This is an optimization exercise on Yosys and OpenROAD, whose aim is small area, a short achievable clock period and few clock cycles per item, not a production implementation.
Function was checked by simulation only, so behaviour that the tests miss may differ from the original.

## flow/design.v (module list and top-level ports; edited modules follow where they fit)
// module hsl_fa: 10 lines
// module hsl_ha: 9 lines
// module hsl_to_rgb_converter: 3593 lines
module hsl_to_rgb_converter (
	input  logic clk,
	input  logic arst_n,
	input  logic hsl_valid,
	output logic hsl_stall,
	input  hsl_pkg::hsl_t hsl,
	output logic rgb_valid,
	input  logic rgb_stall,
	output hsl_pkg::rgb_t rgb
);
  // ...
==> flow/flow/run.sh <==
#!/bin/bash
# Layout flow: the standard flow (standard.sh) unchanged, except that the
# port buffers that global placement inserts are buf_2 cells rather than the
# default choice. Its full output goes to standard.log in this folder.
cp standard.sh standard_sh.txt.log
export BUFFER_PORTS_ARGS="-buffer_cell sky130_fd_sc_hd__buf_2"
bash standard.sh > standard.log 2>&1
==> flow/standard.sh <==
#!/bin/bash
# synth_recipe.tcl (not shown) runs the flow's synth.tcl, then flattens the netlist and writes it again
# the make line also repeats each setting of config.mk as NAME=value (left out here)
make -C /OpenROAD-flow-scripts/flow DESIGN_CONFIG=/design/flow/config.mk WORK_HOME=/design/flow/orfs CLKGATE_MAP_FILE= SYNTH_SCRIPT=/design/flow/synth_recipe.tcl "${@:-finish}"
==> flow/config.mk <==
export PLATFORM = sky130hd
export DESIGN_NAME = hsl_to_rgb_converter
export DESIGN_NICKNAME = hsl_to_rgb_converter
export VERILOG_FILES = /design/flow/design.v
export SDC_FILE = /design/flow/constraint.sdc
export NUM_CORES = 4
export LEC_CHECK = 0
export ABC_AREA = 1
export CAP_MARGIN = 20
export CORE_MARGIN = 2
export CORE_UTILIZATION = 40
export CTS_BUF_LIST = sky130_fd_sc_hd__clkbuf_8
export SETUP_SLACK_MARGIN = 3.5
export SLEW_MARGIN = 20
export SYNTH_HIERARCHICAL = 1
export SYNTH_MINIMUM_KEEP_SIZE = 0
==> flow/constraint.sdc <==
create_clock -name core_clock -period 7.0 [get_ports {clk}]
set_input_delay 1.4000 -clock core_clock [delete_from_list [all_inputs] [get_ports {clk}]]
set_output_delay 1.4000 -clock core_clock [all_outputs]
set_load 0.01 [all_outputs]
==> run notes, run 1 <==
Global routing
The largest net degree at the start of global routing is 75. The total track usage is 18.42%. Global routing consumed, on the met2 layer, 30.17% of the routing resources.

Run status
The run finished with no timing, DRC or antenna violations.

CTS
The clock tree synthesis step divided the H-tree into 4 levels. Buffers inserted during clock tree synthesis total 17. TritonCTS built the clock tree.

Detailed routing
Dividing the detail-routed via count by the number of cells gives 5.288. In this run, the number of DRC markers left after iteration 0 of detailed routing was 898. The number of remaining DRC errors is 0.

Worst hold path
The worst hold path depth is 0. The path class of the lowest-slack min-delay path is flip-flop to flip-flop.

Synthesis
Yosys instantiated no cell more often than sky130_fd_sc_hd__nand2_1. The dominant combinational cell family by area after synthesis is adder cells. The number of register bits inferred by synthesis is 180. The cell count after synthesis is 1707.

Final layout
The fraction of final cell area spent on clock buffers and inverters in this run is 2.207%.

Floorplan
The region available for standard cell placement spans 40830 sq um. For this configuration, the core starts out at a cell density of 40.47%.

Timing
The setup total negative slack is 0 ns.

Critical path
The worst setup path endpoint is P2[8]. STA classifies the critical path startpoint as a flip-flop.

Placement
Summing all placed instances gives a cell area of 17330 sq um.
Testbench counts, summed over its fixed seeds: cycles 16,032, items 16,000.
==> run 2, diff against run 1 <==
--- a/flow/design.v
+++ b/flow/design.v
@@ -3635,26 +3635,29 @@
 			r3[61] <= w1307;
 			r3[62] <= w1312;
 			r3[63] <= w1318;
 			r3[64] <= w1325;
 			r3[65] <= w1333;
 			sec3 <= sec2;
 		end
 	end
-	hsl_pkg::rgb_t y, ro;
-	always_comb begin
-		case (sec3)
-			3'd0:    y = {mx, md, mn};
-			3'd1:    y = {md, mx, mn};
-			3'd2:    y = {mn, mx, md};
-			3'd3:    y = {mn, md, mx};
-			3'd4:    y = {md, mn, mx};
-			default: y = {mx, mn, md};
-		endcase
-	end
+	logic [23:0] ro;
+	logic [2:0]  so;
+	hsl_pkg::rgb_t y;
 	always_ff @(posedge clk) begin
 		if (adv) begin
-			ro <= y;
+			ro <= {mx, md, mn};
+			so <= sec3;
 		end
 	end
-	assign rgb = ro;
+	always_comb begin
+		case (so)
+			3'd0:    y = {ro[23:16], ro[15:8], ro[7:0]};
+			3'd1:    y = {ro[15:8], ro[23:16], ro[7:0]};
+			3'd2:    y = {ro[7:0], ro[23:16], ro[15:8]};
+			3'd3:    y = {ro[7:0], ro[15:8], ro[23:16]};
+			3'd4:    y = {ro[15:8], ro[7:0], ro[23:16]};
+			default: y = {ro[23:16], ro[7:0], ro[15:8]};
+		endcase
+	end
+	assign rgb = y;
 endmodule
==> flow/config.mk (replaced) <==
export PLATFORM = sky130hd
export DESIGN_NAME = hsl_to_rgb_converter
export DESIGN_NICKNAME = hsl_to_rgb_converter
export VERILOG_FILES = /design/flow/design.v
export SDC_FILE = /design/flow/constraint.sdc
export NUM_CORES = 4
export LEC_CHECK = 0
export ABC_AREA = 1
export CAP_MARGIN = 20
export CORE_MARGIN = 2
export CORE_UTILIZATION = 40
export SETUP_SLACK_MARGIN = 3.5
export SLEW_MARGIN = 20
export SYNTH_HIERARCHICAL = 1
export SYNTH_MINIMUM_KEEP_SIZE = 0
==> run notes, run 2 <==
Timing
Setup violations remaining at the end of the flow were counted as 0. Across all hold checks on the routed design, the worst slack comes to 0.4180 ns. After layout, the minimum clock period comes to 3.430 ns. The worst pin sits at a relative slew slack of 27.08%. At the pin with the least slew margin, the transition time is 1.094 ns. The post-route clock skew is 0.01214 ns.

The number of hold violations in the final report is 0. The final worst setup slack is 3.570 ns. Static timing analysis puts the maximum clock frequency at 291.5 MHz.

The final number of max-transition violations is 0. The portion of the clock cycle consumed by the worst path in the final layout is 49.00%. The setup total negative slack is 0 ns (unchanged). Setup repair after global routing could not meet its margin everywhere.

Floorplan
Measured along the y axis, the die boundary spans 207.1 um. The row count is 74. The core area is 40740 sq um (-0.23%). The horizontal die dimension is 207.1 um. Pin placement for this block handled 63 I/O pins.

The die covers 42890 sq um. The starting density of the core is 40.50% (about the same).

Synthesis
The number of distinct library cells after synthesis is 52. Counting instances in the post-synthesis netlist gives the leading cell types as sky130_fd_sc_hd__nand2_1, sky130_fd_sc_hd__inv_1, sky130_fd_sc_hd__edfxtp_1. The number of register bits inferred by synthesis is 183 (+1.7%). The commonest register cell after synthesis is sky130_fd_sc_hd__edfxtp_1.

The cell count after synthesis was 1658 (-2.9%). Of the synthesized area, sequential elements account for 33.18%. Ranked by total cell area, the synthesized netlist is headed by sky130_fd_sc_hd__edfxtp_1, sky130_fd_sc_hd__fa_1, sky130_fd_sc_hd__ha_1, sky130_fd_sc_hd__xor2_1, sky130_fd_sc_hd__nand2_1.

Of all flip-flops after synthesis, the portion carrying an async set or reset was 2.186%. The cell type with the highest aggregate area in the netlist is sky130_fd_sc_hd__edfxtp_1. The count of yosys warnings during synthesis is 7. In this run the mean area of a mapped cell was 9.952 sq um. The most frequent cell after synthesis is sky130_fd_sc_hd__nand2_1. Counting flops with a built-in enable in the synthesized netlist gives 179. Summed over its instances, the top area cell type makes up 32.58% of the synthesized netlist area. The post-synthesis instance area is 16500 sq um.

Critical path
Along the worst path, the maximum fanout reaches 28. The number of cells on the worst reg-to-reg path is 14. The worst reg2reg path endpoint is P2[14]. The worst register-to-register path begins at L1[7]. The worst setup path is launched from an input port.

The signal on the critical path passes through buf_4 > nand2_8 > inv_4 > buf_2. In this run the worst setup path terminates at hsl_stall. Setup slack on the worst reg-to-reg path comes out at 3.61 ns.

For the worst setup path, the data arrival time is 2.03 ns. The slowest cell on the critical path is sky130_fd_sc_hd__buf_4. The critical path starts at rgb_stall. For the worst setup path, the data required time is 5.60 ns. The type of the setup path with the least slack is input port to primary output. The element type at the critical path end is a primary output. For this run, the slowest stage of the critical path takes 0.19 ns.

Detailed routing
The first detailed-routing pass took 6 iterations. The post-detailed-route via-to-cell ratio is 5.266 (-0.43%). The number of remaining DRC errors came to 0 (unchanged).

Wires add up to 39270 um. The detail route stage leaves a number of antenna-violating nets equal to 0. The routed layout has 12.19k vias. The initial DRC count is 897 (-0.11%). The average wire per standard cell is 16.97 um.

Placement
The number of buffer cells added on primary ports is 62. The post-place setup slack is 3.140 ns. The HPWL after detailed placement is 29720 um. The congestion estimate from routability-driven global placement came to 0.9198.

Final layout
The library cells used most frequently in the layout, excluding fill and tap cells, are sky130_fd_sc_hd__nand2_1, sky130_fd_sc_hd__inv_1, sky130_fd_sc_hd__edfxtp_1. The final-stage net count is 2083. In the final layout, the registers with the most flip-flops are r3: 66 flops, ro: 24 flops, P2: 16 flops. Counting the fill cells in the layout gives 3803. The layout overhead on the synthesized area is 13.39%. The register with the most flip-flops in the layout has 66 of them. The most common library cell in the layout ignoring fill and taps is sky130_fd_sc_hd__nand2_1. In the final layout, the share of cells above drive strength 1 is 15.66%.

0 antenna diodes ended up in the layout. r3 holds more flip-flops than any other register. The final core area utilization is 45.93%.

Run status
The flow ran to the end and the layout has no timing, DRC or antenna violations.

Global routing
The total track usage is 18.20% (-0.22 points). For this run the aggregate overflow at the end of global routing stands at 0. The number of antenna violations at the first check in global routing was 0.

The via count of the first global-routing pass is 11.87k. The first global-routing pass estimated 62460 um of wire. The largest net degree at the start of global routing came to 78 (+4.0%).

CTS
The root buffer cell chosen for the clock tree is sky130_fd_sc_hd__clkbuf_16. The number of levels in the clock H-tree is 4 (unchanged). TritonCTS built the clock tree. Clock latency on the worst-skew pair, taken at its later pin, is 0.45 ns. The TritonCTS sink count is 183. Counting along the longest clock path gives a buffer depth of 2.

The total of hold buffers inserted after clock tree synthesis is 0. After clock tree synthesis, the clock-pin slew on the worst setup and hold paths is 0.07 ns. The number of CTS-inserted buffers was 17 (unchanged).

Worst hold path
The startpoint of the worst hold path is r3[52]. In this run the worst hold path is classified as flip-flop to flip-flop.

Run
Across the run, the number of max-cap violations was 0.
==> run 2: changes by cell type in the layout (fill, tap and decap cells not counted), moves of 7 or more <==
| cell | previous run | this run |
|---|---|---|
| sky130_fd_sc_hd__nand2_1 | 272 | 256 |
| sky130_fd_sc_hd__inv_2 | 13 | 21 |
| sky130_fd_sc_hd__a32oi_1 | 11 | 0 |
| sky130_fd_sc_hd__inv_1 | 192 | 185 |
| sky130_fd_sc_hd__a21oi_1 | 42 | 34 |
| sky130_fd_sc_hd__clkbuf_16 | 0 | 17 |
| sky130_fd_sc_hd__o221ai_1 | 2 | 15 |
| sky130_fd_sc_hd__clkbuf_8 | 17 | 0 |
| sky130_fd_sc_hd__a22oi_1 | 0 | 8 |
| sky130_fd_sc_hd__nand3_1 | 97 | 60 |
| sky130_fd_sc_hd__nor2_1 | 79 | 60 |
==> run 2: area by class of cell <==
type / instances / area, sq um / area share (%)
flip-flops and latches: 183 / 5475 / 29.26
inverters: 223 / 885.9 / 4.735
clock buffers: 17 / 425.4 / 2.274
repair buffers: 138 / 905.9 / 4.842
clock inverters: 15 / 133.9 / 0.7155
well taps: 532 / 665.6 / 3.558
repair inverters: 1 / 7.507 / 0.04012
multi-input cells: 1205 / 10210 / 54.57
==> run 2: how the worst min path moves through the flow <==
stage	cells after the start	end	slack [ns]
floorplan	0	ro[0]	0.40
global placement	0	sec2[2]	0.40
detailed placement	0	ro[0]	0.40
CTS	0	ro[18]	0.42
global route	0	ro[20]	0.42
finish	0	ro[18]	0.42
==> run 2: per-layer routing <==
layer / GRT usage, % / vias to the layer above / part of all wire (%)
li1: - / 5866 / -
met1: 23.58 / 5879 / 43
met2: 30.80 / 367 / 49
met3: 3.062 / 73 / 5.1
met4: 6.404 / 0 / 3.2
met5: 0 / - / 0
==> run 2: critical path: cells and delay by family <==
family | cells | cell delay, ns
buf+inv | 3 | 0.43
simple gates | 1 | 0.19
==> run 2: timing repair <==
item,CTS,global route
endpoints found under the setup margin,32,56
resized for setup,18,47
pin swaps,2,9
setup buffers,14,59
gates cloned,2,1
==> run 2: stage by stage <==
step / area, sq um / instances
floorplan: 16540 / 1663
global placement: 17330 / 2206
detailed placement: 17330 / 2206
CTS: 18060 / 2254
global route: 18710 / 2314
finish: 18710 / 2314
==> run 2: per-module statistics from Yosys, one instance, submodules excluded <==
module | cells | flops+latches | cell area [sq um] | times used
hsl_to_rgb_converter | 1465 | 183 | 13040 | 1
hsl_ha | 1 | 0 | 12.51 | 54
hsl_fa | 1 | 0 | 20.02 | 139
==> run 2: cells by family after synthesis <==
logic type	after synthesis	share of synthesized area, %
buffers and inverters	277	6.324
muxes	1	0.06066
xor gates and xnor gates	185	9.911
DFF	183	33.18
other	1	0.02273
AOI/OAI and AO/OA	272	10.34
and+or+nand+nor	462	12.43
adders and majority gates	277	27.74
Testbench counts of run 2, summed over its fixed seeds: cycles 16,032, items 16,000.
==> run 3, diff against run 2 <==
--- a/flow/config.mk
+++ b/flow/config.mk
@@ -9,6 +9,7 @@
 export CAP_MARGIN = 20
 export CORE_MARGIN = 2
 export CORE_UTILIZATION = 40
+export CTS_BUF_LIST = sky130_fd_sc_hd__clkbuf_8
 export SETUP_SLACK_MARGIN = 3.5
 export SLEW_MARGIN = 20
 export SYNTH_HIERARCHICAL = 1
==> run notes, run 3 <==
Run status
The flow ran to the end and the layout has no timing, DRC or antenna violations.

Timing
The post-route clock skew is 0.01560 ns (+0.003459 ns). The transition at the pin with the smallest max-transition slack came to 1.067 ns (-0.02726 ns). The setup total negative slack is 0 ns (unchanged). The number of endpoints failing setup at the final stage came to 0 (unchanged). The smallest hold slack was 0.4214 ns (+0.003397 ns).

The final number of max-transition violations is 0 (unchanged). The portion of the clock cycle consumed by the worst path in the final layout is 48.93% (-0.067 points). The maximum operating frequency came to 291.9 MHz (+0.14%). Setup repair after global routing could not meet its margin everywhere. The worst slew slack as a fraction of its limit came to 28.89% (+1.8 points). The shortest period the worst path allows came to 3.425 ns (-0.004710 ns). The number of hold violations in the final report was 0 (unchanged).

CTS
The CTS root buffer is sky130_fd_sc_hd__clkbuf_8. The insertion delay to the later sink of the worst-skew pair is 0.49 ns (+0.04 ns). The number of levels in the clock H-tree is 4 (unchanged). The TritonCTS sink count is 183 (unchanged). The clock-pin slew on the worst setup and hold paths is 0.10 ns (+0.03 ns). The number of CTS-inserted buffers is 17 (unchanged). The maximum number of buffers from clock root to sink is 2 (unchanged). TritonCTS built the clock tree.

Synthesis
The number of flops mapped to enable cells by yosys is 179 (unchanged). The largest total area in the synthesized netlist belongs to sky130_fd_sc_hd__edfxtp_1. The post-synthesis instance area is 16500 sq um (unchanged).

The proportion of synthesized flip-flops having asynchronous set or reset is 2.186% (unchanged). The post-synthesis average cell area is 9.952 sq um (unchanged). The sequential area share after synthesis was 33.18% (unchanged). The count of yosys warnings during synthesis was 7 (unchanged). By area the synthesized netlist is led by sky130_fd_sc_hd__edfxtp_1, sky130_fd_sc_hd__fa_1, sky130_fd_sc_hd__ha_1, sky130_fd_sc_hd__xor2_1, sky130_fd_sc_hd__nand2_1. The number of register bits inferred by synthesis is 183 (unchanged).

The commonest register cell after synthesis is sky130_fd_sc_hd__edfxtp_1. The cell count after synthesis is 1658 (unchanged). Counting instances in the post-synthesis netlist gives the leading cell types as sky130_fd_sc_hd__nand2_1, sky130_fd_sc_hd__inv_1, sky130_fd_sc_hd__edfxtp_1. The area share of the largest cell type after synthesis is 32.58% (unchanged). The number of distinct library cells after synthesis is 52 (unchanged). sky130_fd_sc_hd__nand2_1 is the most common cell in the netlist.

Critical path
The worst endpoint data arrival time was 2.03 ns (about the same). The highest fanout seen on the critical path came to 28 (unchanged). The data required time of the critical path is 5.60 ns (about the same). The critical path goes through buf_4 > nand2_8 > inv_4 > buf_2. The slowest cell on the critical path is sky130_fd_sc_hd__buf_4.

The buffer and inverter count on the worst path came to 3 (unchanged). The delay of the slowest cell on the worst path is 0.19 ns (about the same). STA classifies the critical path endpoint as a primary output.

Broken down by cell family, the worst path's largest delay share belongs to buffers and inverters. The type of origin of the critical path is an input port. The type of the setup path with the least slack is input port to primary output.

Detailed routing
The count of antenna-violating nets left after detailed routing came to 0 (unchanged). The average wire per standard cell came to 16.86 um (-0.65%). The post-detailed-route via-to-cell ratio came to 5.246 (-0.37%).

The detailed-router iteration count before antenna repair is 6 (unchanged). The initial DRC count is 830 (-7.5%). The final wirelength is 39020 um (-0.65%).

The count of vias placed by the detailed router is 12.14k (-0.37%). The number of remaining DRC errors was 0 (unchanged).

Placement
The HPWL after detailed placement was 29720 um (unchanged). The placer congestion estimate is 0.9198 (unchanged). The cell count after placement is 2206 (unchanged). The number of buffer cells added on primary ports is 62 (unchanged).

Global routing
The largest net degree at the start of global routing is 78 (unchanged). The met1 global-route usage is 23.39% (-0.19 points). The overflow left after global routing is 0 (unchanged). The total track usage is 18.16% (-0.040 points). The via count of the first global-routing pass is 11.86k (-0.093%). The met3 capacity usage during global routing is 3.153% (+0.091 points). The layer flagged by global routing as most heavily used is met2. The global-route wire length before repair was 62180 um (-0.45%). The number of antenna violations at the first check in global routing came to 0 (unchanged). The met2 track demand over resource in global routing was 30.70% (-0.10 points).

Floorplan
The core area came to 40740 sq um (unchanged). The starting density of the core is 40.50% (unchanged). The row count is 74 (unchanged). The area of the die is 42890 sq um (unchanged). The y dimension of the die came to 207.1 um (unchanged). The horizontal die dimension is 207.1 um (unchanged). The number of ports placed on the die boundary came to 63 (unchanged).

Worst hold path
The tightest min-delay check is of the flip-flop to flip-flop type.

Run
The count of maximum capacitance violations is 0 (unchanged).

Final layout
The number of antenna cells inserted is 0 (unchanged). The final non-filler cell total is 2314 (unchanged). In the final layout, the registers with the most flip-flops are r3: 66 flops, ro: 24 flops, P2: 16 flops. The library cell used most frequently in the layout, excluding fill and tap cells, is sky130_fd_sc_hd__nand2_1.

In the layout the commonest cells are sky130_fd_sc_hd__nand2_1, sky130_fd_sc_hd__inv_1, sky130_fd_sc_hd__edfxtp_1. From synthesis to final layout, the design area changed by 12.16%. The fraction of layout cells with a size suffix above 1 was 15.77% (+0.11 points). The flip-flop count of the largest register, all copies and words added is 66 (unchanged). The final-stage net count is 2083 (unchanged). The register with the most flip-flops in the final layout is r3.
==> run 3: worst paths after layout <==
check / start / to / slack [ns] / depth (start not counted)
worst max register to register: P2[14] / r3[30] / 3.60 / 7
worst min register to register: r3[54] / ro[20] / 0.42 / 0
max in group asynchronous: arst_n / v2 / 6.20 / 1
worst min-delay path: r3[54] / ro[20] / 0.42 / 0
min in group asynchronous: arst_n / v1 / 0.68 / 1
worst max-delay path: rgb_stall / hsl_stall / 3.57 / 4
==> run 3: per-module statistics from Yosys (local to each module, per instance) <==
module | cells | times used | cell area, sq um | flip-flops and latches
hsl_ha | 1 | 54 | 12.51 | 0
hsl_fa | 1 | 139 | 20.02 | 0
hsl_to_rgb_converter | 1465 | 1 | 13040 | 183
==> run 3: what timing repair did <==
item,in CTS,in global routing
endpoints found under the hold margin,0,0
hold buffers,0,0
pin swaps,3,5
endpoints found under the setup margin,40,58
gates resized for setup,22,44
gates cloned,2,0
buffers inserted,15,59
==> run 3: cell type report <==
class / count / area [sq um]
well taps: 532 / 665.6
multi-input cells: 1205 / 10210
repair buffers: 139 / 900.9
clock inverters: 15 / 133.9
inverters: 223 / 885.9
fillers: 3822 / 22230
flip-flops and latches: 183 / 5475
clock buffers: 17 / 234.0
==> run 3: through the flow <==
step / setup slack (ns) / util [%] / area [sq um]
6_report: 3.575 / 45.43 / 18510
5_1_grt: 3.443 / 45.43 / 18510
4_1_cts: 3.483 / 43.91 / 17890
3_5_place_dp: 3.140 / 42.54 / 17330
3_3_place_gp: 3.277 / 42.54 / 17330
2_1_floorplan: 3.410 / - / 16540
==> run 3: metal layers <==
layer	vias up	part of all wire, %
met5	-	0
met4	0	2.8
met3	59	4.9
met2	342	49
met1	5883	44
li1	5856	-
==> run 3: cell families after synthesis <==
family	synth area share [%]
xor+xnor	9.911
compound gates	10.34
mux	0.06066
fa+ha+maj	27.74
simple gates	12.43
other cells	0.02273
buf+inv	6.324
flops	33.18
==> run 3: worst reg2reg max path: cells and delay by family, from the launching register on <==
| family | cells | cell delay (ns) |
|---|---|---|
| flip-flops | 1 | 0.42 |
| XOR/XNOR | 1 | 0.19 |
| AO/OA/AOI/OAI | 1 | 0.21 |
| buffers and inverters | 1 | 0.47 |
| adder cells (fa/ha/maj) | 4 | 1.87 |

==> port drivers added, routing unchanged <==
In the flow no input, the clock included, has a driving cell. The finished layouts below were timed again as built, in two steps. Step 1 assumes that a clkbuf_16 drives the clock port and a buf_2 every other input. Step 2 adds t to the input delays and takes it off the output delays; t is the mean of the earliest and latest rising clock arrival at the registers after step 1. Input paths then give back, and output paths get back, about the clock's delay inside the block. Three values: ideal ports, drivers, drivers and shift; two values: the first two.
run	t (ns)	slack for setup (ns)	worst setup path at the end	cell pins on the clock port's net
run 1	0.532	3.574 / 3.574 / 3.574	register to register	1
run 2	0.492	3.570 / 3.545 / 3.545	input to output	1
run 3	0.536	3.575 / 3.549 / 3.549	input to output	1
After both steps setup and hold are still met in every run listed. For run 3, which loses most, drivers alone change the setup slack by -0.026 ns; drivers and shift together by -0.026 ns.
